Source: an optimization exercise on an open RTL-to-GDS flow (aim: small area). Production flows keep margins and buffers that such runs may drop.
RTL that was checked went through simulation tests only; none was proved equivalent to the original.
Power is estimated from default activity; no workload was simulated.

// mips_multicycle_core
module mips_multicycle_core #(
  parameter int unsigned ADDR_W   = 10,
  parameter logic [31:0] RESET_PC = 32'h0000_0000,
  parameter int unsigned CNT_W    = 32
) (
  input  logic              clk,
  input  logic              rst,
  output logic              mem_req,
  output logic              mem_we,
  output logic [ADDR_W-1:0] mem_addr,
  output logic [31:0]       mem_wdata,
  input  logic [31:0]       mem_rdata,
  input  logic              mem_ready,
  input  logic [4:0]        dbg_reg_addr,
  output logic [31:0]       dbg_reg_data,
  output logic [31:0]       pc_out,
  output logic              halted,
  output logic [CNT_W-1:0]  instr_count
);
  localparam int NS = 33;
  localparam logic [5:0] SL_PC = 6'd0, SL_CNT = 6'd32;
  localparam logic [5:0] OP_RTYPE = 6'h00, OP_J = 6'h02, OP_BEQ = 6'h04;
  localparam logic [5:0] OP_ADDI  = 6'h08, OP_LW = 6'h23, OP_SW = 6'h2B;
  localparam logic [5:0] FN_ADD = 6'h20, FN_SUB = 6'h22, FN_AND = 6'h24;
  localparam logic [5:0] FN_OR  = 6'h25, FN_SLT = 6'h2A;
  typedef enum logic [3:0] {
    S_CLR, S_FETCH, S_DEC, S_SH, S_WB, S_MEM, S_PCW, S_HALT1, S_HALT2, S_HALT
  } state_t;
  state_t           state;
  logic [NS*32-1:0] ring;      
  logic [5:0]       q;         
  logic [31:0]      acc, ir;
  logic             cy;        
  logic             pcpass;    
  logic             pcinc_p, cntinc_p;
  logic [5:0] opc, fn;
  logic [4:0] rs, rt, rd;
  ...
Size in the first run: ~180 I/O pins, about 33,000 um^2 of cells after synthesis.
Settings: LEC_CHECK=0, CAP_MARGIN=20, CORE_MARGIN=2, CORE_UTILIZATION=40, CTS_BUF_LIST=sky130_fd_sc_hd__clkbuf_2 sky130_fd_sc_hd__clkbuf_4, SLEW_MARGIN=20, SYNTH_HIERARCHICAL=1, SYNTH_MINIMUM_KEEP_SIZE=0; clock period 10.0 ns.
run.sh (not shown) runs the stock make flow with config.mk's settings and CLKGATE_MAP_FILE= SYNTH_SCRIPT=/design/flow/synth_recipe.tcl, a recipe that flattens the netlist after the stock synthesis.
Edit:
--- a/flow/config.mk
+++ b/flow/config.mk
@@ -10,2 +10,5 @@
-export CORE_UTILIZATION = 40
-export CTS_BUF_LIST = sky130_fd_sc_hd__clkbuf_2 sky130_fd_sc_hd__clkbuf_4
+export CORE_UTILIZATION = 65
+export CTS_BUF_LIST = sky130_fd_sc_hd__clkbuf_8
+export CTS_CLUSTER_DIAMETER = 60
+export CTS_CLUSTER_SIZE = 14
+export PLACE_DENSITY = 0.75
Outcome: Synthesized area is unchanged. Clock power came out lower by well over a third. Design area decreases by a few percent. Hold slack improves by 0.041 ns. Setup slack degrades by 0.017 ns. Register-to-register slack barely changes. Wire length goes down by roughly a tenth. Core utilization came out higher by 26 points. Non-clock buffer count goes down by 38. Sequential power climbs slightly.
No functional check of the RTL was part of any run of this note.

---

Another version of the RTL of mips_multicycle_core (not shown whole).
Size: roughly 1100 flip-flops, roughly 180 I/O pins, ~33000 sq um of cells after synthesis.
export LEC_CHECK = 0
export CAP_MARGIN = 20
export CORE_MARGIN = 2
export CORE_UTILIZATION = 65
export CTS_BUF_LIST = sky130_fd_sc_hd__clkbuf_8
export CTS_CLUSTER_DIAMETER = 60
export CTS_CLUSTER_SIZE = 14
export PLACE_DENSITY = 0.75
export SLEW_MARGIN = 20
export SYNTH_HIERARCHICAL = 1
export SYNTH_MINIMUM_KEEP_SIZE = 0
create_clock -name core_clock -period 10.0 [get_ports {clk}]
standard.sh (not shown) runs the stock make flow with config.mk's settings and CLKGATE_MAP_FILE= SYNTH_SCRIPT=/design/flow/synth_recipe.tcl, a recipe that flattens the netlist after the stock synthesis.
==> flow/flow/run.sh <==
#!/bin/bash
# Standard layout, with small port buffers and power (size) recovery after global routing.
cp standard.sh standard_sh.log
ls -la > workdir_listing.log
export BUFFER_PORTS_ARGS="-buffer_cell sky130_fd_sc_hd__buf_1"
export RECOVER_POWER=100
bash standard.sh > standard_run.log 2>&1
The first run finished but fails on capacitance limit, slew limit.
Change:
==> flow/flow/run.sh (replaced) <==
#!/bin/bash
# The standard layout, with the port buffers made of the smallest buffer cell.
export BUFFER_PORTS_ARGS="-buffer_cell sky130_fd_sc_hd__buf_1"
bash standard.sh > standard_run.log 2>&1
Effect:
- Now the flow finished clean
- design area climbs slightly
- sequential share of layout area goes down by 0.30 points
- via count stays flat
- synthesized area is unchanged
- hold slack loses 4.4 ps
- power rises slightly
- count of clock-buffer cells in the layout does not change

-- static timing again, ports no longer ideal --
The flow's constraints put no driver on any port. The routed layouts listed below were extracted and timed again, unchanged, in two steps.
Step 1 (the two cells are an assumption about what drives the block):
set clk [get_ports {clk}]
set_driving_cell -lib_cell sky130_fd_sc_hd__clkbuf_16 $clk
set_driving_cell -lib_cell sky130_fd_sc_hd__buf_2 [delete_from_list [all_inputs] $clk]
Step 2 times the ports against the registers' clock, not the clock port: input delays grow and output delays shrink by t, the midpoint of the rising clock arrivals with the driver on.
Three values: ideal, step 1, step 2; two values: the first two.
run | t, ns | setup slack, ns | worst setup path at the end | latest minus earliest clock arrival (ns) | cell pins on the clock port's net
the first run of note 1 | 1.148 | 0.109 / 0.059 / -0.278 | input to register | 0.107 / 0.107 | 1
the second run of note 1 | 0.789 | 0.092 / 0.027 / -0.178 | input to register | 0.059 / 0.059 | 1
the first run of note 2 | 0.767 | 0.513 / 0.449 / 0.192 | input to register | 0.032 / 0.032 | 1
the second run of note 2 | 0.768 | 0.911 / 0.845 / 0.789 | input to register | 0.030 / 0.031 | 1
With both steps, setup timing fails in the first run of note 1 and the second run of note 1, where it was met with ideal ports. The setup slack of the first run of note 1, which loses most, moves by -0.050 ns with the drivers and by -0.387 ns with both steps.
